Context: an optimization exercise on an open-source flow, tuned for small area, a short achievable clock period and few clock cycles per item. The choices shown serve that exercise and are no tape-out recipe.
The RTL was checked by simulation tests, not by an equivalence proof against the original design.
Power is estimated from default activity; no workload was simulated.

==> design.v <==
package aora_pkg;
	localparam int ACTION_W  = 16;
	localparam int BOUND_W   = 16;
	localparam int COUNT_W   = 5;
	localparam int PADDR_W   = 3;
	localparam int PDATA_W   = 32;
	localparam int RULE_ENTRY_W  = ACTION_W + 1;
	localparam int RANGE_ENTRY_W = 2 * BOUND_W + 1;
	localparam logic OP_LOAD  = 1'b0;
	localparam logic OP_CHECK = 1'b1;
	localparam logic [0:0] REG_ALLOW_ALL  = 1'b0;
	localparam logic [0:0] REG_RULE_COUNT = 1'b1;
	typedef struct packed {
		logic               allow_all;
		logic [COUNT_W-1:0] rule_count;
	} cfg_t;
endpackage
import aora_pkg::*;
module aora_regs (
	input  logic               clk,
	input  logic               arst_n,
	input  logic               psel,
	input  logic               penable,
	input  logic               pwrite,
	input  logic [PADDR_W-1:0] paddr,
	input  logic [PDATA_W-1:0] pwdata,
	output logic [PDATA_W-1:0] prdata,
	output logic               pready,
	output aora_pkg::cfg_t               cfg
);
	aora_pkg::cfg_t       cfg_q;
	logic [0:0] reg_idx;
	assign reg_idx = paddr[2:2];
	assign pready  = 1'b1;
	assign cfg     = cfg_q;
	always_ff @(posedge clk or negedge arst_n) begin
		if (!arst_n) begin
			cfg_q <= '0;
		end else if (psel && penable && pwrite) begin
			case (reg_idx)
				REG_ALLOW_ALL:  cfg_q.allow_all  <= pwdata[0];
				REG_RULE_COUNT: cfg_q.rule_count <= pwdata[COUNT_W-1:0];
				default: ;
			endcase
		end
	end
	always_comb begin
		case (reg_idx)
			REG_ALLOW_ALL:  prdata = {{(PDATA_W-1){1'b0}}, cfg_q.allow_all};
			REG_RULE_COUNT: prdata = {{(PDATA_W-COUNT_W){1'b0}}, cfg_q.rule_count};
			default:        prdata = '0;
		endcase
	end
endmodule
import aora_pkg::*;
module aora_ram #(
	parameter int MAX_RULES  = 16,
	parameter int MAX_RANGES = 8
) (
	input  logic                  clk,
	input  logic                  arst_n,
	input  logic                  load,      
	input  logic                  bad,       
	input  logic [3:0]            widx,
	input  logic [2:0]            wslot,
	input  logic [ACTION_W-1:0]   wact,
	input  logic                  wany,
	input  logic [BOUND_W-1:0]    wlow,
	input  logic [BOUND_W-1:0]    whigh,
	input  logic                  wvalid,
	input  logic [MAX_RULES-1:0]  rule_on,
	input  logic [ACTION_W-1:0]   qact,
	input  logic [BOUND_W-1:0]    qopt,
	output logic [MAX_RULES/4-1:0] quad_hit
);
	logic                pw_load_q;
	logic                pw_bad_q;
	logic [3:0]          pw_idx_q;
	logic [2:0]          pw_slot_q;
	logic [ACTION_W-1:0] pw_act_q;
	logic                pw_any_q;
	logic [BOUND_W-1:0]  pw_low_q;
	logic [BOUND_W-1:0]  pw_high_n_q;
	logic                pw_valid_q;
	logic                pw_we;
	logic                pw_act_ok;
	logic                pw_slot_hit;
	always_ff @(posedge clk or negedge arst_n) begin
		if (!arst_n) begin
			pw_load_q <= 1'b0;
		end else begin
			pw_load_q <= load;
		end
	end
	always_ff @(posedge clk) begin
		pw_bad_q    <= bad;
		pw_idx_q    <= widx;
		pw_slot_q   <= wslot;
		pw_act_q    <= wact;
		pw_any_q    <= wany;
		pw_low_q    <= wlow;
		pw_high_n_q <= ~whigh;
		pw_valid_q  <= wvalid;
	end
	assign pw_we     = pw_load_q && !pw_bad_q;
	assign pw_act_ok = pw_any_q || (pw_act_q == qact);
	logic [BOUND_W-1:0] qopt_n;
	assign qopt_n = ~qopt;
	logic                pw_slot_hit_n;
	aora_slot_match #(.W(BOUND_W)) u_pw_match (
		.q_n   (qopt_n),
		.q     (qopt),
		.lo    (pw_low_q),
		.hi_n  (pw_high_n_q),
		.vld   (pw_valid_q),
		.hit_n (pw_slot_hit_n)
	);
	assign pw_slot_hit = !pw_slot_hit_n;
	logic [ACTION_W-1:0] act_q [MAX_RULES];
	logic                any_q [MAX_RULES];
	logic [MAX_RULES-1:0] act_on;
	logic [MAX_RULES-1:0] pw_rule_hit;
	logic [MAX_RULES*MAX_RANGES-1:0] slot_hit_n;
	for (genvar r = 0; r < MAX_RULES; r++) begin : g_rule
		logic                  rwe;
		assign rwe = pw_we && (pw_idx_q == 4'(r));
		always_ff @(posedge clk) begin
			if (rwe) begin
				act_q[r] <= pw_act_q;
				any_q[r] <= pw_any_q;
			end
		end
		aora_act_match u_act (
			.qact   (qact),
			.act    (act_q[r]),
			.any    (any_q[r]),
			.on     (rule_on[r]),
			.sel    (rwe),
			.sel_ok (pw_act_ok),
			.act_on (act_on[r])
		);
		assign pw_rule_hit[r] = rwe && pw_slot_hit;
		for (genvar s = 0; s < MAX_RANGES; s++) begin : g_slot
			logic               swe;
			logic               vld_q;
			logic               vld_eff;
			logic [BOUND_W-1:0] lo_q;
			logic [BOUND_W-1:0] hi_n_q;    
			assign swe = rwe && (pw_slot_q == 3'(s));
			always_ff @(posedge clk or negedge arst_n) begin
				if (!arst_n) begin
					vld_q <= 1'b0;
				end else if (swe) begin
					vld_q <= pw_valid_q;
				end
			end
			always_ff @(posedge clk) begin
				if (swe) begin
					lo_q   <= pw_low_q;
					hi_n_q <= pw_high_n_q;
				end
			end
			assign vld_eff = vld_q && !swe;
			aora_slot_match #(.W(BOUND_W)) u_match (
				.q_n   (qopt_n),
				.q     (qopt),
				.lo    (lo_q),
				.hi_n  (hi_n_q),
				.vld   (vld_eff),
				.hit_n (slot_hit_n[r*MAX_RANGES+s])
			);
		end
	end
	aora_hit #(
		.MAX_RULES  (MAX_RULES),
		.MAX_RANGES (MAX_RANGES)
	) u_hit (
		.slot_hit_n  (slot_hit_n),
		.act_on      (act_on),
		.pw_rule_hit (pw_rule_hit),
		.quad_hit    (quad_hit)
	);
endmodule
module aora_slot_match #(
	parameter int W = 16
) (
	input  logic [W-1:0] q_n,
	input  logic [W-1:0] q,
	input  logic [W-1:0] lo,
	input  logic [W-1:0] hi_n,
	input  logic         vld,
	output logic         hit_n
);
	logic ge_lo;
	logic le_hi;
	aora_ge_tree #(.W(W)) u_ge_lo (.x(q_n), .y(lo), .ge(ge_lo));
	aora_ge_tree #(.W(W)) u_le_hi (.x(hi_n), .y(q), .ge(le_hi));
	assign hit_n = !(vld && ge_lo && le_hi);
endmodule
module aora_act_match (
	input  logic [ACTION_W-1:0] qact,
	input  logic [ACTION_W-1:0] act,
	input  logic                any,
	input  logic                on,
	input  logic                sel,
	input  logic                sel_ok,
	output logic                act_on
);
	assign act_on = on && (sel ? sel_ok : (any || (act == qact)));
endmodule
module aora_hit #(
	parameter int MAX_RULES  = 16,
	parameter int MAX_RANGES = 8
) (
	input  logic [MAX_RULES*MAX_RANGES-1:0] slot_hit_n,
	input  logic [MAX_RULES-1:0]            act_on,
	input  logic [MAX_RULES-1:0]            pw_rule_hit,
	output logic [MAX_RULES/4-1:0]          quad_hit
);
	logic [MAX_RULES-1:0]   rule_hit_n;
	for (genvar r = 0; r < MAX_RULES; r++) begin : g_rule
		logic lo_any;
		logic hi_any;
		aora_nand4 u_lo (.a(slot_hit_n[r*MAX_RANGES +: 4]), .y(lo_any));
		aora_nand4 u_hi (.a(slot_hit_n[r*MAX_RANGES+4 +: 4]), .y(hi_any));
		aora_o31ai u_rule (
			.a1 (lo_any),
			.a2 (hi_any),
			.a3 (pw_rule_hit[r]),
			.b1 (act_on[r]),
			.y  (rule_hit_n[r])
		);
	end
	for (genvar k = 0; k < MAX_RULES / 4; k++) begin : g_quad
		aora_nand4 u_quad (.a(rule_hit_n[4*k +: 4]), .y(quad_hit[k]));
	end
endmodule
module aora_nand4 (
	input  logic [3:0] a,
	output logic       y
);
	assign y = !(&a);
endmodule
module aora_o31ai (
	input  logic a1,
	input  logic a2,
	input  logic a3,
	input  logic b1,
	output logic y
);
	assign y = !((a1 || a2 || a3) && b1);
endmodule
module aora_ge_tree #(
	parameter int W = 16
) (
	input  logic [W-1:0] x,
	input  logic [W-1:0] y,
	output logic         ge
);
	logic [W:0] c;
	assign c[0] = 1'b1;
	for (genvar i = 0; i < W; i++) begin : g_bit
		assign c[i+1] = (!x[i] && (!y[i] || c[i])) || (!y[i] && c[i]);
	end
	assign ge = c[W];
endmodule
import aora_pkg::*;
module aora_ctrl #(
	parameter int MAX_RULES = 16
) (
	input  logic                  clk,
	input  logic                  arst_n,
	input  aora_pkg::cfg_t        cfg,
	input  logic                  start,
	output logic                  busy,
	input  logic                  operation,
	input  logic [BOUND_W-1:0]    slot_low,
	input  logic [BOUND_W-1:0]    slot_high,
	input  logic [MAX_RULES/4-1:0] quad_hit,
	output logic                  load,
	output logic                  bad,
	output logic [MAX_RULES-1:0]  rule_on,
	output logic                  done,
	output logic                  authorized,
	output logic                  no_rules,
	output logic                  load_rejected
);
	logic bad_bounds;
	logic [MAX_RULES/4-1:0] auth_q;
	logic count_zero;
	assign busy       = 1'b0;
	logic bounds_ok;
	aora_ge_tree #(.W(BOUND_W)) u_bounds (.x(~slot_high), .y(slot_low), .ge(bounds_ok));
	assign bad_bounds = !bounds_ok;
	assign count_zero = (cfg.rule_count == '0);
	assign load       = start && (operation == OP_LOAD);
	assign bad        = bad_bounds;
	for (genvar r = 0; r < MAX_RULES; r++) begin : g_on
		assign rule_on[r] = (cfg.rule_count > COUNT_W'(r));
	end
	always_ff @(posedge clk or negedge arst_n) begin
		if (!arst_n) begin
			done <= 1'b0;
		end else begin
			done <= start;
		end
	end
	assign authorized = |auth_q;
	always_ff @(posedge clk) begin
		if (operation == OP_LOAD) begin
			auth_q        <= '0;
			no_rules      <= 1'b0;
			load_rejected <= bad_bounds;
		end else begin
			auth_q        <= {(MAX_RULES/4){cfg.allow_all}} | quad_hit;
			no_rules      <= !cfg.allow_all && count_zero;
			load_rejected <= 1'b0;
		end
	end
endmodule
import aora_pkg::*;
module action_option_range_acl #(
	parameter int MAX_RULES  = 16,
	parameter int MAX_RANGES = 8
) (
	input  logic                clk,
	input  logic                arst_n,
	input  logic                psel,
	input  logic                penable,
	input  logic                pwrite,
	input  logic [PADDR_W-1:0]  paddr,
	input  logic [PDATA_W-1:0]  pwdata,
	output logic [PDATA_W-1:0]  prdata,
	output logic                pready,
	input  logic                start,
	output logic                busy,
	input  logic                operation,
	input  logic [3:0]          rule_index,
	input  logic [2:0]          slot_index,
	input  logic [ACTION_W-1:0] rule_action_id,
	input  logic                rule_any_action,
	input  logic [BOUND_W-1:0]  slot_low,
	input  logic [BOUND_W-1:0]  slot_high,
	input  logic                slot_enable,
	input  logic [ACTION_W-1:0] query_action,
	input  logic [BOUND_W-1:0]  query_option,
	output logic                done,
	output logic                authorized,
	output logic                no_rules,
	output logic                load_rejected
);
	aora_pkg::cfg_t       cfg;
	logic                 load;
	logic                 bad;
	logic [MAX_RULES/4-1:0] quad_hit;
	logic [MAX_RULES-1:0] rule_on;
	aora_regs u_regs (
		.clk     (clk),
		.arst_n  (arst_n),
		.psel    (psel),
		.penable (penable),
		.pwrite  (pwrite),
		.paddr   (paddr),
		.pwdata  (pwdata),
		.prdata  (prdata),
		.pready  (pready),
		.cfg     (cfg)
	);
	aora_ctrl #(
		.MAX_RULES (MAX_RULES)
	) u_ctrl (
		.clk           (clk),
		.arst_n        (arst_n),
		.cfg           (cfg),
		.start         (start),
		.busy          (busy),
		.operation     (operation),
		.slot_low      (slot_low),
		.slot_high     (slot_high),
		.quad_hit      (quad_hit),
		.load          (load),
		.bad           (bad),
		.rule_on       (rule_on),
		.done          (done),
		.authorized    (authorized),
		.no_rules      (no_rules),
		.load_rejected (load_rejected)
	);
	aora_ram #(
		.MAX_RULES  (MAX_RULES),
		.MAX_RANGES (MAX_RANGES)
	) u_table (
		.clk     (clk),
		.arst_n  (arst_n),
		.load    (load),
		.bad     (bad),
		.widx    (rule_index),
		.wslot   (slot_index),
		.wact    (rule_action_id),
		.wany    (rule_any_action),
		.wlow    (slot_low),
		.whigh   (slot_high),
		.wvalid  (slot_enable),
		.rule_on (rule_on),
		.qact    (query_action),
		.qopt    (query_option),
		.quad_hit (quad_hit)
	);
endmodule
==> run.sh <==
#!/bin/bash
# synth_recipe.tcl (not shown) runs the flow's synth.tcl, then flattens the netlist and writes it again
# the make line also repeats each setting of config.mk as NAME=value (left out here)
make -C /OpenROAD-flow-scripts/flow DESIGN_CONFIG=/design/flow/config.mk WORK_HOME=/design/flow/orfs CLKGATE_MAP_FILE= SYNTH_SCRIPT=/design/flow/synth_recipe.tcl finish
==> config.mk <==
export PLATFORM = sky130hd
export DESIGN_NAME = action_option_range_acl
export DESIGN_NICKNAME = action_option_range_acl
export VERILOG_FILES = /design/flow/design.v
export SDC_FILE = /design/flow/constraint.sdc
export NUM_CORES = 4
export LEC_CHECK = 0
export CAP_MARGIN = 20
export CORE_MARGIN = 2
export CORE_UTILIZATION = 45
export CTS_CLUSTER_DIAMETER = 100
export CTS_CLUSTER_SIZE = 30
export SETUP_SLACK_MARGIN = 3.0
export SLEW_MARGIN = 20
export SYNTH_HIERARCHICAL = 1
export SYNTH_MEMORY_MAX_BITS = 8192
==> constraint.sdc <==
create_clock -name core_clock -period 6.0 [get_ports {clk}]
set_input_delay 1.2000 -clock core_clock [delete_from_list [all_inputs] [get_ports {clk}]]
set_output_delay 1.2000 -clock core_clock [all_outputs]
set_load 0.01 [all_outputs]
==> results of run 1 <==
[per-layer routing]
| metal | vias to the layer above | GRT usage |
|---|---|---|
| met5 | - | 0.00457 |
| met4 | 31 | 0.124 |
| met3 | 1630 | 0.0666 |
| met2 | 10600 | 0.469 |
| met1 | 78000 | 0.420 |
| li1 | 64300 | - |
[worst max-delay path: stages (launching register included)]
cell      delay, ps
dfrtp_4         470
buf_4           130
and4bb_4        580
buf_4           340
nand3_1         220
and2_1          220
nand3_1         190
nand4_1         580
o31ai_2         420
nand4_1         120
o21a_1          200
[where the power goes]
part           switching [mW]  internal, mW
clock                    10.3          6.48
sequential              0.275          35.0
combinational            4.49          1.93
[logic make-up (layout without fill, tap and decap cells)]
family / count (synthesis) / count (layout)
AO/OA/AOI/OAI: 6001 / 6001
flip-flops: 4568 / 4568
AND/OR/NAND/NOR: 3458 / 3460
buffers and inverters: 492 / 1831
XOR/XNOR: 272 / 272
multiplexers: 135 / 135
other: 3 / 77
[state kept, by name, summed over array words and instances, names as in the netlist, 16 cells and up]
name	cells
u_table.pw_low_q	16
u_table.act_q	256
u_table.g_rule.g_slot.vld_q	128
u_table.pw_act_q	16
u_table.g_rule.g_slot.lo_q	2048
u_table.g_rule.g_slot.hi_n_q	2048
u_table.any_q	16
u_table.pw_high_n_q	16
[Yosys stat by module (local to each module, per instance), a selection]
module / flip-flops and latches / cells inside / area [um2] / copies in the design
aora_o31ai: 0 / 1 / 12.5 / 16
aora_act_match: 0 / 23 / 188 / 16
aora_regs: 6 / 49 / 493 / 1
aora_nand4: 0 / 1 / 6.26 / 36
[worst max path at each step]
stage	start	endpoint	slack, ps	cells past startpoint
finish	u_table.pw_load_q$_DFF_PN0_	u_ctrl.auth_q[0]$_SDFF_PN0_	2390	10
global route	query_option[15]	u_ctrl.auth_q[0]$_SDFF_PN0_	2500	12
global placement	query_option[9]	u_ctrl.auth_q[2]$_SDFF_PN0_	980	12
CTS	u_table.pw_slot_q[2]$_DFF_P_	u_ctrl.auth_q[2]$_SDFF_PN0_	2550	11
detailed placement	query_option[9]	u_ctrl.auth_q[2]$_SDFF_PN0_	980	12
floorplan	query_option[11]	u_ctrl.auth_q[2]$_SDFF_PN0_	-2700	12
[synth_stat cells, drive strengths merged (4+ instances only)]
cell type | count | area [um2]
a211oi | 518 | 6480
a21o | 259 | 1940
a21oi | 778 | 3890
a22oi | 1295 | 9720
a2bb2oi | 259 | 2270
a31oi | 518 | 3240
and2 | 84 | 526
and2b | 6 | 45.0
buf | 64 | 425
clkbuf | 26 | 97.6
dfrtp | 136 | 3400
dfxtp | 64 | 1280
edfxtp | 4368 | 131000
inv | 401 | 1510
mux2 | 135 | 1520
nand2 | 1056 | 3960
nand2b | 19 | 119
nand3 | 989 | 4950
nand4 | 101 | 638
nor2 | 797 | 2990
nor2b | 45 | 282
nor3 | 315 | 1700
nor4 | 20 | 125
o211ai | 259 | 1940
o21a | 4 | 30.0
o21ai | 262 | 1310
o22ai | 1813 | 11300
o311a | 16 | 160
o31ai | 16 | 200
xnor2 | 256 | 2240
xor2 | 16 | 140
[final cells by class]
class	instances	share of cell area
clock buffers	287	0.0223
inverters	401	0.00809
repair buffers	1069	0.0626
repair inverters	19	0.000847
clock inverters	55	0.00337
diodes	48	0.000524
multi-input cells	9897	0.276
flip-flops and latches	4568	0.594
well taps	5904	0.0322
[what timing repair did]
action | in CTS | in global routing
setup buffers | 72 | 138
setup endpoints to repair | 3493 | 48
pin swaps | 42 | 78
resized for setup | 299 | 228
hold buffers | 0 | 0
gates cloned | 52 | 92
==> results.ini, run 1 <==
[floorplanning]
io_pins = 169
die_w_um = 671
design.die.area_um2 = 450000
initial_core_util = 0.452
die_height_um = 671
floorplan.core_area_um2 = 442000
placementRows = 244

[timing]
final.min_clock_period_ps = 3610
whs_ps = 199
period_utilization = 0.602
slew_viol_final = 0
max_slew.worst_pin.slew_ps = 1180
timing_hold_violations_final = 0
setup_repair_after_global_routing_missed_its_margin = true
clock.fmax_ghz = 0.277
largest_clock_skew_in_the_final_design_ps = 73.9
max_slew_headroom = 0.211
setup-tns-final_ps = 0
final_critical_path_setup_slack_ps = 2390
setup_viol = 0

[layout]
finish.utilization = 0.518
layout.nets = 16300
layout.cells.non_filler = 22200
ff_latch_area_um2 = 136000
layout.cells.most_common = edfxtp_1
post_route_cells_drive_above_1_share = 0.133
final_design_area_no_fill_um2 = 229000
final_cell_mix = 4368 x edfxtp_1, 1807 x o22ai_1, 1294 x a22oi_1
multi_input_comb_area_um2 = 63300
area_delta_synth_final_pct = 14.5
fillCellCount = 37200

[setup_path]
r2r-end = u_ctrl.auth_q[0]$_SDFF_PN0_
timing.reg2reg.worst_path_depth = 10
timing.reg2reg.setup_slack_ps = 2390
path_class = register to register
worst-endpoint-arrival_ps = 4520
crit_path_end_kind = register
critical_path.reg2reg.startpoint = u_table.pw_load_q$_DFF_PN0_
worst_setup_path_start_kind = register
worstPathRequired_ps = 6900
path_max_fanout = 8

[drt]
via_count = 155000
route.final.wire_length_mm = 769
via_per_inst = 6.95
post_detailed_route_drc_marker_count = 0
post_drt_antenna_nets = 0
met2RoutedLength_mm = 335
met3_length_mm = 104
detail_route.wl_per_cell_um = 34.5
detailedRoute.firstPassIterationCount = 9
top_signal_layer_used = met5
wl_met1_mm = 288
initialDrtViolationCount = 25700

[global_routing]
total_congestion_overflow_after_global_routing = 0
grt_start_max_net_pins = 99
initial_antenna_violation_count = 75
global_route_wire_length_before_repair_mm = 986
globalRouteTotalUtil = 0.305
number_of_global_route_vias_before_repair = 134000

[place]
place_congestion = 0.870
post_dp_cell_area_um2 = 215000
dp.final_hpwl_mm = 401
setup_slack_after_placement_ps = 977
dpl.cell_count = 21500
portBuffers = 110

[synth]
postSynthRegisterBits = 4568
post_synth_fa_ha_maj_area_fraction = 0
synthMuxAreaShare = 0.00762
yosys.cell_types.count = 59
post_synth_instance_area_um2 = 200000
synthSimpleGateAreaFrac = 0.0781
synth_async_sr_flop_share = 0.0298
seq_area_frac_synth = 0.679
synth-compound-area-share = 0.213
synth.yosys.warnings = 13
synth_enable_flop_cells = 4368
combinational_family_with_the_most_area_after_synthesis = compound AO/OA/AOI/OAI gates
postSynthCellCount = 14900
syn_area_per_cell_um2 = 13.4
synth_ff_type = edfxtp_1
post_synth_xor_area_fraction = 0.0119

[power]
power.density_nw_per_um2 = 255
power.leakage_nw = 74.8
post-layout-total-power_mw = 58.4
ir_drop_v = 0.000225

[clock_network]
cts_max_level = 4
worstSkewPairLatency_ps = 1020
cts_made_buffers = 185
cts.reportedPaths.clkPinSlew_ps = 120
clock_path_buffers = 4
cts_tree = yes
tritoncts_num_sinks = 4568
cts_root_buffer = clkbuf_16

[hold_path]
worst_hold_path_type = input pin to async pin

[outcome]
result_of_the_run = finished clean

[run]
maxCapViolCount = 0

Testbench counts, summed over its fixed seeds: cycles 3,937, items 3,877.
==> run 2, diff against run 1 <==
--- a/design.v
+++ b/design.v
@@ -71,7 +71,7 @@
 	input  logic [MAX_RULES-1:0]  rule_on,
 	input  logic [ACTION_W-1:0]   qact,
 	input  logic [BOUND_W-1:0]    qopt,
-	output logic [MAX_RULES/4-1:0] quad_hit
+	output logic [MAX_RULES/4-1:0] quad_hit_n
 );
 	logic                pw_load_q;
 	logic                pw_bad_q;
@@ -178,7 +178,7 @@
 		.slot_hit_n  (slot_hit_n),
 		.act_on      (act_on),
 		.pw_rule_hit (pw_rule_hit),
-		.quad_hit    (quad_hit)
+		.quad_hit_n  (quad_hit_n)
 	);
 endmodule
 module aora_slot_match #(
@@ -215,40 +215,58 @@
 	input  logic [MAX_RULES*MAX_RANGES-1:0] slot_hit_n,
 	input  logic [MAX_RULES-1:0]            act_on,
 	input  logic [MAX_RULES-1:0]            pw_rule_hit,
-	output logic [MAX_RULES/4-1:0]          quad_hit
+	output logic [MAX_RULES/4-1:0]          quad_hit_n
 );
-	logic [MAX_RULES-1:0]   rule_hit_n;
+	logic [MAX_RULES-1:0] rule_hit_n;
 	for (genvar r = 0; r < MAX_RULES; r++) begin : g_rule
-		logic lo_any;
-		logic hi_any;
-		aora_nand4 u_lo (.a(slot_hit_n[r*MAX_RANGES +: 4]), .y(lo_any));
-		aora_nand4 u_hi (.a(slot_hit_n[r*MAX_RANGES+4 +: 4]), .y(hi_any));
-		aora_o31ai u_rule (
-			.a1 (lo_any),
-			.a2 (hi_any),
-			.a3 (pw_rule_hit[r]),
+		logic [3:0] pair_any;
+		logic [1:0] four_none;
+		logic       any;
+		for (genvar k = 0; k < 4; k++) begin : g_pair
+			aora_nand2 u_pair (
+				.a (slot_hit_n[r*MAX_RANGES + 2*k]),
+				.b (slot_hit_n[r*MAX_RANGES + 2*k + 1]),
+				.y (pair_any[k])
+			);
+		end
+		aora_nor2 u_four0 (.a(pair_any[0]), .b(pair_any[1]), .y(four_none[0]));
+		aora_nor2 u_four1 (.a(pair_any[2]), .b(pair_any[3]), .y(four_none[1]));
+		aora_nand2 u_any (.a(four_none[0]), .b(four_none[1]), .y(any));
+		aora_o21ai u_rule (
+			.a1 (any),
+			.a2 (pw_rule_hit[r]),
 			.b1 (act_on[r]),
 			.y  (rule_hit_n[r])
 		);
 	end
 	for (genvar k = 0; k < MAX_RULES / 4; k++) begin : g_quad
-		aora_nand4 u_quad (.a(rule_hit_n[4*k +: 4]), .y(quad_hit[k]));
+		logic [1:0] two_hit;
+		aora_nand2 u_two0 (.a(rule_hit_n[4*k]), .b(rule_hit_n[4*k+1]), .y(two_hit[0]));
+		aora_nand2 u_two1 (.a(rule_hit_n[4*k+2]), .b(rule_hit_n[4*k+3]), .y(two_hit[1]));
+		aora_nor2 u_quad (.a(two_hit[0]), .b(two_hit[1]), .y(quad_hit_n[k]));
 	end
 endmodule
-module aora_nand4 (
-	input  logic [3:0] a,
-	output logic       y
+module aora_nand2 (
+	input  logic a,
+	input  logic b,
+	output logic y
+);
+	assign y = !(a && b);
+endmodule
+module aora_nor2 (
+	input  logic a,
+	input  logic b,
+	output logic y
 );
-	assign y = !(&a);
+	assign y = !(a || b);
 endmodule
-module aora_o31ai (
+module aora_o21ai (
 	input  logic a1,
 	input  logic a2,
-	input  logic a3,
 	input  logic b1,
 	output logic y
 );
-	assign y = !((a1 || a2 || a3) && b1);
+	assign y = !((a1 || a2) && b1);
 endmodule
 module aora_ge_tree #(
 	parameter int W = 16
@@ -276,7 +294,7 @@
 	input  logic                  operation,
 	input  logic [BOUND_W-1:0]    slot_low,
 	input  logic [BOUND_W-1:0]    slot_high,
-	input  logic [MAX_RULES/4-1:0] quad_hit,
+	input  logic [MAX_RULES/4-1:0] quad_hit_n,
 	output logic                  load,
 	output logic                  bad,
 	output logic [MAX_RULES-1:0]  rule_on,
@@ -305,14 +323,17 @@
 			done <= start;
 		end
 	end
-	assign authorized = |auth_q;
+	logic [1:0] auth_none;
+	aora_nor2 u_auth_none0 (.a(auth_q[0]), .b(auth_q[1]), .y(auth_none[0]));
+	aora_nor2 u_auth_none1 (.a(auth_q[2]), .b(auth_q[3]), .y(auth_none[1]));
+	aora_nand2 u_auth (.a(auth_none[0]), .b(auth_none[1]), .y(authorized));
 	always_ff @(posedge clk) begin
 		if (operation == OP_LOAD) begin
 			auth_q        <= '0;
 			no_rules      <= 1'b0;
 			load_rejected <= bad_bounds;
 		end else begin
-			auth_q        <= {(MAX_RULES/4){cfg.allow_all}} | quad_hit;
+			auth_q        <= {(MAX_RULES/4){cfg.allow_all}} | ~quad_hit_n;
 			no_rules      <= !cfg.allow_all && count_zero;
 			load_rejected <= 1'b0;
 		end
@@ -352,7 +373,7 @@
 	aora_pkg::cfg_t       cfg;
 	logic                 load;
 	logic                 bad;
-	logic [MAX_RULES/4-1:0] quad_hit;
+	logic [MAX_RULES/4-1:0] quad_hit_n;
 	logic [MAX_RULES-1:0] rule_on;
 	aora_regs u_regs (
 		.clk     (clk),
@@ -377,7 +398,7 @@
 		.operation     (operation),
 		.slot_low      (slot_low),
 		.slot_high     (slot_high),
-		.quad_hit      (quad_hit),
+		.quad_hit_n    (quad_hit_n),
 		.load          (load),
 		.bad           (bad),
 		.rule_on       (rule_on),
@@ -404,6 +425,6 @@
 		.rule_on (rule_on),
 		.qact    (query_action),
 		.qopt    (query_option),
-		.quad_hit (quad_hit)
+		.quad_hit_n (quad_hit_n)
 	);
 endmodule
==> results.ini, run 2 <==
[setup_path]
path_max_fanout = 33  ; +25
worst_setup_path_start_kind = input pin
worstPathRequired_ps = 6900  ; about the same
critical_path.reg2reg.startpoint = u_table.pw_idx_q[0]$_DFF_P_
path_cells = buf_16 > inv_16 > buf_12 > buf_6 > buf_4 > o22ai_1 > nor3_2 > nand3_1 > a2bb2oi_1 > nand3_1 > nand2_1 > nor2_1 > nand2_2 > o21ai_2 > nand2_1 > nor2_1 > a21boi_0
crit_path_max_incr_delay_ps = 230  ; -350 ps
path_class = input pin to register
worst-endpoint-arrival_ps = 4030  ; -490 ps
crit_path_end_kind = register
timing.reg2reg.setup_slack_ps = 2910  ; +520 ps
critical_path.n_buffers_inverters = 5  ; +3
timing.reg2reg.worst_path_depth = 12  ; +2
path_delay_family = simple AND/OR/NAND/NOR gates
critical-path-slowest-cell = buf_4
r2r-end = u_ctrl.auth_q[3]$_SDFF_PN0_

[global_routing]
globalRouteTotalUtil = 0.302  ; -0.00321
global_route_wire_length_before_repair_mm = 980  ; -0.63%
initial_antenna_violation_count = 64  ; -15%
grt_start_max_net_pins = 103  ; +4.0%
total_congestion_overflow_after_global_routing = 0  ; unchanged
number_of_global_route_vias_before_repair = 134000  ; +0.056%

[power]
combPwrFrac = 0.104  ; -0.006
ir_drop_v = 0.000272  ; +21%
p_seq_frac = 0.614  ; +0.010
power.switching_mw = 14.5  ; -3.3%
post-layout-total-power_mw = 57.4  ; -1.7%
p_int_mw = 42.9  ; -1.1%
sw_frac_of_total = 0.253  ; -0.00420
power.clock.fraction = 0.283  ; -0.004
power.leakage_nw = 73.3  ; -2.0%
power.density_nw_per_um2 = 255  ; -0.11%

[floorplanning]
io_pins = 169  ; unchanged
initial_core_util = 0.452  ; about the same
placementRows = 244  ; unchanged
design.die.area_um2 = 450000  ; about the same
floorplan.core_area_um2 = 442000  ; about the same
die_w_um = 671  ; about the same
die_height_um = 671  ; about the same

[synth]
post_synth_instance_area_um2 = 200000  ; about the same
most_frequently_used_cell_type_in_the_post_synthesis_netlist = edfxtp_1
postSynthCellCount = 15000  ; +0.60%
biggest_area_contributors_in_the_synthesized_netlist = edfxtp_1 66%, o22ai_1 5.7%, a22oi_1 4.9%
synth_enable_flop_cells = 4368  ; unchanged
synth_ff_type = edfxtp_1
yosys.cell_types.count = 58  ; -1.7%
netlist_top_cells_count = 4368 x edfxtp_1, 1813 x o22ai_1, 1295 x a22oi_1
synth_top_cell_area_share = 0.655  ; about the same
post-synth-top-area-cell = edfxtp_1
synth_async_sr_flop_share = 0.0298  ; unchanged
synth.yosys.warnings = 13  ; unchanged
seq_area_frac_synth = 0.679  ; about the same
postSynthRegisterBits = 4568  ; unchanged
syn_area_per_cell_um2 = 13.3  ; -0.54%

[timing]
largest_clock_skew_in_the_final_design_ps = 76.8  ; +2.90 ps
max_slew_headroom = 0.216  ; +0.00519
slew_viol_final = 0  ; unchanged
final.min_clock_period_ps = 3140  ; -477 ps
setup_repair_after_global_routing_missed_its_margin = true
timing_hold_violations_final = 0  ; unchanged
final_critical_path_setup_slack_ps = 2860  ; +477 ps
setup-tns-final_ps = 0  ; unchanged
setup_viol = 0  ; unchanged
whs_ps = 156  ; -43.0 ps
period_utilization = 0.523  ; -0.0794
max_slew.worst_pin.slew_ps = 1180  ; -7.78 ps
clock.fmax_ghz = 0.319  ; +15%

[layout]
final_cell_mix = 4368 x edfxtp_1, 1813 x o22ai_1, 1295 x a22oi_1
area_delta_synth_final_pct = 12.7
layout.cells.non_filler = 22100  ; -0.77%
layout.cells.most_common = edfxtp_1
finish.utilization = 0.510  ; -0.00857
post_route_cells_drive_above_1_share = 0.122  ; -0.0110
fillCellCount = 37500  ; +0.78%
layout.nets = 16100  ; -0.82%
reg_top3 = u_table.g_rule.g_slot.hi_n_q: 2048 flops, u_table.g_rule.g_slot.lo_q: 2048 flops, u_table.act_q: 256 flops
final_design_area_no_fill_um2 = 225000  ; -1.6%

[place]
portBuffers = 110  ; unchanged
dp.final_hpwl_mm = 388  ; -3.3%
dpl.cell_count = 21500  ; +0.088%
place_congestion = 0.861  ; -1.1%
post_dp_cell_area_um2 = 215000  ; -0.21%
setup_slack_after_placement_ps = 989  ; +11.7 ps

[drt]
initialDrtViolationCount = 25100  ; -2.2%
detailedRoute.firstPassIterationCount = 13  ; +4
detail_route.wl_per_cell_um = 33.2  ; -3.9%
post_drt_antenna_nets = 0  ; unchanged
route.final.wire_length_mm = 733  ; -4.6%
post_detailed_route_drc_marker_count = 0  ; unchanged
via_count = 152000  ; -1.9%
via_per_inst = 6.87  ; -1.1%

[clock_network]
ctsHoldBuffers = 0  ; unchanged
cts_made_buffers = 181  ; -2.2%
cts.reportedPaths.clkPinSlew_ps = 120  ; about the same
cts_tree = yes
cts_max_level = 4  ; unchanged
worstSkewPairLatency_ps = 1010  ; about the same
tritoncts_num_sinks = 4568  ; unchanged
clock_path_buffers = 4  ; unchanged
cts_root_buffer = clkbuf_16

[hold_path]
worst_hold_path_type = input pin to async pin

[outcome]
result_of_the_run = finished clean

[run]
maxCapViolCount = 0  ; unchanged

[run 2: final cells by class]
cell class | count | area, um2 | share of cell area
diodes | 24 | 60.1 | 0.000266
clock buffers | 285 | 5020 | 0.0223
clock inverters | 40 | 513 | 0.00228
inverters | 402 | 1800 | 0.00798
multi-input cells | 9986 | 63600 | 0.282
flip-flops and latches | 4568 | 136000 | 0.603
well taps | 5904 | 7390 | 0.0328
repair buffers | 845 | 10800 | 0.0481
repair inverters | 23 | 219 | 0.000971
[run 2: per-layer routing]
layer	up-vias	share of wire	track usage
met5	-	0.00014	0
met4	14	0.051	0.129
met3	1414	0.12	0.0489
met2	9565	0.45	0.479
met1	76600	0.38	0.412
li1	64000	-	-
[run 2: cell families after synthesis]
family | share of synthesized area
flops | 0.679
simple gates | 0.0792
buf+inv | 0.0102
xor+xnor | 0.0119
mux | 0.00762
other cells | 0.0000563
compound gates | 0.212
[run 2: worst max path at each step]
| stage | slack, ps | startpoint | to | cells past startpoint |
|---|---|---|---|---|
| 6_report | 2860 | query_option[7] | u_ctrl.auth_q[1]$_SDFF_PN0_ | 17 |
| 5_1_grt | 2920 | query_option[10] | u_ctrl.auth_q[3]$_SDFF_PN0_ | 17 |
| 4_1_cts | 2870 | u_table.pw_bad_q$_DFF_P_ | u_ctrl.auth_q[3]$_SDFF_PN0_ | 13 |
| 3_5_place_dp | 990 | query_option[1] | u_ctrl.auth_q[3]$_SDFF_PN0_ | 15 |
| 3_3_place_gp | 1000 | query_option[1] | u_ctrl.auth_q[3]$_SDFF_PN0_ | 15 |
| 2_1_floorplan | -2720 | query_option[11] | u_ctrl.auth_q[0]$_SDFF_PN0_ | 13 |
[run 2: repair_timing]
action	CTS	global route
endpoints found under the setup margin	1720	6
endpoints found under the hold margin	0	0
resized for setup	317	204
setup buffers	69	54
pin swaps	17	24
cloned	47	37
[run 2: Yosys stat by module (local to each module, per instance), excerpt]
module / times used / cell area (um2) / flip-flops and latches / cells
aora_act_match: 16 / 188 / 0 / 23
aora_nand2: 89 / 3.75 / 0 / 1
aora_o21ai: 16 / 5.00 / 0 / 1
aora_nor2: 38 / 3.75 / 0 / 1
aora_regs: 1 / 493 / 6 / 49
[run 2: power by group through the flow]
stage          registers, mW  logic [mW]  clock network [mW]
3_3_place_gp            36.0        5.12                   0
3_5_place_dp            36.0        5.15                   0
5_1_grt                 35.3        6.13                17.4
4_1_cts                 35.2        5.54                16.4
6_report                35.3        5.94                16.2
2_1_floorplan           36.0        2.32                   0
Testbench counts of run 2, summed over its fixed seeds: cycles 3,937, items 3,877.
==> run 3, diff against run 2 <==
--- a/config.mk
+++ b/config.mk
@@ -8,8 +8,6 @@
 export CAP_MARGIN = 20
 export CORE_MARGIN = 2
 export CORE_UTILIZATION = 45
-export CTS_CLUSTER_DIAMETER = 100
-export CTS_CLUSTER_SIZE = 30
 export SETUP_SLACK_MARGIN = 3.0
 export SLEW_MARGIN = 20
 export SYNTH_HIERARCHICAL = 1
==> results.ini, run 3 <==
[outcome]
result_of_the_run = finished clean

[clock_network]
cts_root_buffer = clkbuf_16
cts.reportedPaths.clkPinSlew_ps = 60  ; -60 ps
cts_max_level = 5  ; +1
worstSkewPairLatency_ps = 1040  ; +30 ps
tritoncts_num_sinks = 4568  ; unchanged
clock_path_buffers = 4  ; unchanged
cts_tree = yes
cts_made_buffers = 478  ; +160%
ctsHoldBuffers = 0  ; unchanged

[floorplanning]
die_height_um = 671  ; unchanged
initial_core_util = 0.452  ; unchanged
io_pins = 169  ; unchanged
floorplan.core_area_um2 = 442000  ; unchanged
placementRows = 244  ; unchanged
die_w_um = 671  ; unchanged
design.die.area_um2 = 450000  ; unchanged

[synth]
yosys.cell_types.count = 58  ; unchanged
postSynthCellCount = 15000  ; unchanged
synth_ff_type = edfxtp_1
synth_top_cell_area_share = 0.655  ; unchanged
seq_area_frac_synth = 0.679  ; unchanged
synth_async_sr_flop_share = 0.0298  ; unchanged
syn_area_per_cell_um2 = 13.3  ; unchanged
most_frequently_used_cell_type_in_the_post_synthesis_netlist = edfxtp_1
synth_enable_flop_cells = 4368  ; unchanged
synth.yosys.warnings = 13  ; unchanged
biggest_area_contributors_in_the_synthesized_netlist = edfxtp_1 66%, o22ai_1 5.7%, a22oi_1 4.9%
post-synth-top-area-cell = edfxtp_1
post_synth_instance_area_um2 = 200000  ; unchanged
netlist_top_cells_count = 4368 x edfxtp_1, 1813 x o22ai_1, 1295 x a22oi_1
postSynthRegisterBits = 4568  ; unchanged

[setup_path]
worstPathRequired_ps = 6920  ; +20 ps
worst-endpoint-arrival_ps = 4330  ; +300 ps
timing.reg2reg.worst_path_depth = 13  ; +1
crit_path_end_kind = register
critical-path-slowest-cell = buf_4
crit_path_max_incr_delay_ps = 460  ; +230 ps
r2r-end = u_ctrl.auth_q[3]$_SDFF_PN0_
worst_setup_path_start_kind = input pin
critPathMostFrequentCell = nand2_1
path_cells = buf_16 > inv_16 > buf_4 > buf_4 > a22oi_1 > nand2_1 > a21oi_1 > a2bb2oi_1 > nand3_1 > nand2_1 > nor2_1 > nand2_4 > o21ai_1 > nand2_1 > nor2_1 > a21boi_0
path_max_fanout = 42  ; +27%
critical_path.reg2reg.startpoint = u_table.pw_slot_q[0]$_DFF_P_
path_class = input pin to register
timing.reg2reg.setup_slack_ps = 2910  ; about the same

[layout]
reg_top3 = u_table.g_rule.g_slot.hi_n_q: 2048 flops, u_table.g_rule.g_slot.lo_q: 2048 flops, u_table.act_q: 256 flops
area_delta_synth_final_pct = 17.9
post_route_cells_drive_above_1_share = 0.146  ; +0.0247
layout.nets = 16500  ; +2.0%
final_cell_mix = 4368 x edfxtp_1, 1813 x o22ai_1, 1294 x a22oi_1
layout.cells.most_common = edfxtp_1
layout.cells.non_filler = 22700  ; +2.8%

[global_routing]
initial_antenna_violation_count = 75  ; +17%
globalRouteTotalUtil = 0.301  ; about the same
grt_start_max_net_pins = 103  ; unchanged
number_of_global_route_vias_before_repair = 137000  ; +2.7%
global_route_wire_length_before_repair_mm = 985  ; +0.50%
total_congestion_overflow_after_global_routing = 0  ; unchanged

[power]
power.clock.fraction = 0.417  ; +0.134
ir_drop_v = 0.000270  ; -0.69%
p_int_mw = 53.7  ; +25%
combPwrFrac = 0.085  ; -0.019
p_seq_frac = 0.498  ; -0.116
power.leakage_nw = 78.4  ; +7.0%
power.density_nw_per_um2 = 300  ; +18%
power.switching_mw = 17.1  ; +18%
sw_frac_of_total = 0.242  ; -0.0112

[timing]
max_slew_headroom = 0.213  ; -0.00382
clock.fmax_ghz = 0.294  ; -7.9%
setup_repair_after_global_routing_missed_its_margin = true
largest_clock_skew_in_the_final_design_ps = 54.5  ; -22.3 ps
final.min_clock_period_ps = 3410  ; +268 ps
slew_viol_final = 0  ; unchanged
whs_ps = 174  ; +17.9 ps
period_utilization = 0.568  ; +0.0447
setup_viol = 0  ; unchanged
timing_hold_violations_final = 0  ; unchanged
max_slew.worst_pin.slew_ps = 1180  ; +5.73 ps

[hold_path]
worst_hold_path_type = input pin to async pin

[drt]
via_per_inst = 6.82  ; -0.74%
detailedRoute.firstPassIterationCount = 8  ; -5
post_drt_antenna_nets = 0  ; unchanged
detail_route.wl_per_cell_um = 32.9  ; -1.0%
route.final.wire_length_mm = 746  ; +1.8%
post_detailed_route_drc_marker_count = 0  ; unchanged
via_count = 155000  ; +2.1%
initialDrtViolationCount = 25800  ; +2.8%

[place]
dp.final_hpwl_mm = 388  ; unchanged
place_congestion = 0.861  ; unchanged
portBuffers = 110  ; unchanged
dpl.cell_count = 21500  ; unchanged

[run]
maxCapViolCount = 0  ; unchanged

-- run 3: changes by cell type in the layout (fill, tap and decap cells not counted), sizes merged, moves of 5 or more --
| cell | before | now |
|---|---|---|
| buf | 708 | 721 |
| clkbuf | 317 | 716 |
| bufbuf | 19 | 14 |
| clkinv | 24 | 185 |
| bufinv | 5 | 37 |
| clkinvlp | 9 | 15 |
| diode | 24 | 40 |
-- run 3: metal layers --
layer	routed length (um)	share of wire	vias up	GRT usage
met3	93800	0.13	1692	0.0501
li1	-	-	65000	-
met5	94	0.00013	-	0
met1	277000	0.37	77500	0.409
met2	336000	0.45	10500	0.476
met4	39200	0.052	14	0.142
-- run 3: modules after synthesis (local to each module, per instance), excerpt --
module | area, um2 | times used
aora_nand2 | 3.75 | 89
aora_nor2 | 3.75 | 38
aora_regs | 493 | 1
aora_act_match | 188 | 16
aora_o21ai | 5.00 | 16
-- run 3: worst max-delay path: cells and delay by family --
family | cells | cell delay (ps)
AO/OA/AOI/OAI | 5 | 930
buffers and inverters | 4 | 1040
AND/OR/NAND/NOR | 7 | 750
-- run 3: timing repair --
action | 4_1_cts | 5_1_grt
pin swaps | 16 | 34
resized for setup | 279 | 282
setup buffers | 53 | 84
setup endpoints to repair | 1724 | 13
gates cloned | 37 | 59
-- run 3: cell families after synthesis --
logic type	after synthesis	share of synthesized area
and+or+nand+nor	3548	0.0792
DFF	4568	0.679
xor gates and xnor gates	272	0.0119
AOI/OAI and AO/OA	6001	0.212
other	3	0.0000563
muxes	135	0.00762
buffers and inverters	492	0.0102
-- run 3: how the worst max path moves through the flow --
stage | slack, ps | from | to | cells after the start
2_1_floorplan | -2720 | query_option[11] | u_ctrl.auth_q[0]$_SDFF_PN0_ | 13
3_3_place_gp | 1000 | query_option[1] | u_ctrl.auth_q[3]$_SDFF_PN0_ | 15
3_5_place_dp | 990 | query_option[1] | u_ctrl.auth_q[3]$_SDFF_PN0_ | 15
4_1_cts | 2890 | query_option[1] | u_ctrl.auth_q[3]$_SDFF_PN0_ | 14
5_1_grt | 2850 | query_option[11] | u_ctrl.auth_q[1]$_SDFF_PN0_ | 19
6_report | 2590 | query_option[6] | u_ctrl.auth_q[2]$_SDFF_PN0_ | 16
-- run 3: power by group through the flow --
stage	Combinational, mW	Sequential (mW)	Clock (mW)
after floorplan	2.32	36.0	0
after global placement	5.12	36.0	0
after detailed placement	5.15	36.0	0
after CTS	5.46	35.3	29.8
after global routing	6.17	35.3	31.0
final	6.00	35.3	29.6
-- run 3: stage by stage --
| stage | power [mW] | setup TNS [ps] | util | setup WS, ps | cell area, um2 |
|---|---|---|---|---|---|
| final | 70.9 | 0 | 0.533 | 2590 | 236000 |
| after global routing | 72.5 | 0 | 0.533 | 2850 | 236000 |
| after CTS | 70.5 | 0 | 0.526 | 2890 | 233000 |
| after detailed placement | 41.1 | 0 | 0.485 | 989 | 215000 |
| after global placement | 41.1 | 0 | 0.485 | 1000 | 214000 |
| after floorplan | 38.3 | -10830 | - | -2720 | 200000 |
-- run 3: cell type report --
| type | count | area (um2) |
|---|---|---|
| timing repair buffer | 865 | 11100 |
| tap | 5904 | 7390 |
| fill | 36500 | 206000 |
| multi-input combinational | 9986 | 63700 |
| timing repair inverter | 29 | 294 |
| clock inverter | 233 | 2240 |
| antenna | 40 | 100 |
| clock buffer | 672 | 13300 |
| inverter | 402 | 1830 |
| sequential | 4568 | 136000 |

[re-timing with driven ports]
The results above use ideal ports. As a check the final layouts listed here were re-extracted and re-timed, cells and wires unchanged. Step 1 (the two cells are an assumption about what drives the block):
set clk [get_ports {clk}]
set_driving_cell -lib_cell sky130_fd_sc_hd__clkbuf_16 $clk
set_driving_cell -lib_cell sky130_fd_sc_hd__buf_2 [delete_from_list [all_inputs] $clk]
Step 2, shift: input delay + t, output delay - t, t = (earliest + latest rising clock arrival at the registers) / 2. This alone moves slack from input paths to output paths. Three values: no drivers, after step 1, after step 2; two values: the first two.
| run | shift t [ns] | setup WS [ns] | worst setup path after step 2 |
|---|---|---|---|
| run 1 | 1.118 | 2.386 / 2.085 / 0.967 | input to register |
| run 2 | 1.101 | 2.863 / 2.677 / 1.576 | input to register |
| run 3 | 1.138 | 2.595 / 2.512 / 1.374 | input to register |
After both steps setup and hold are still met in every run listed. For run 1, which loses most, drivers alone change the setup slack by -0.301 ns; drivers and shift together by -1.419 ns.
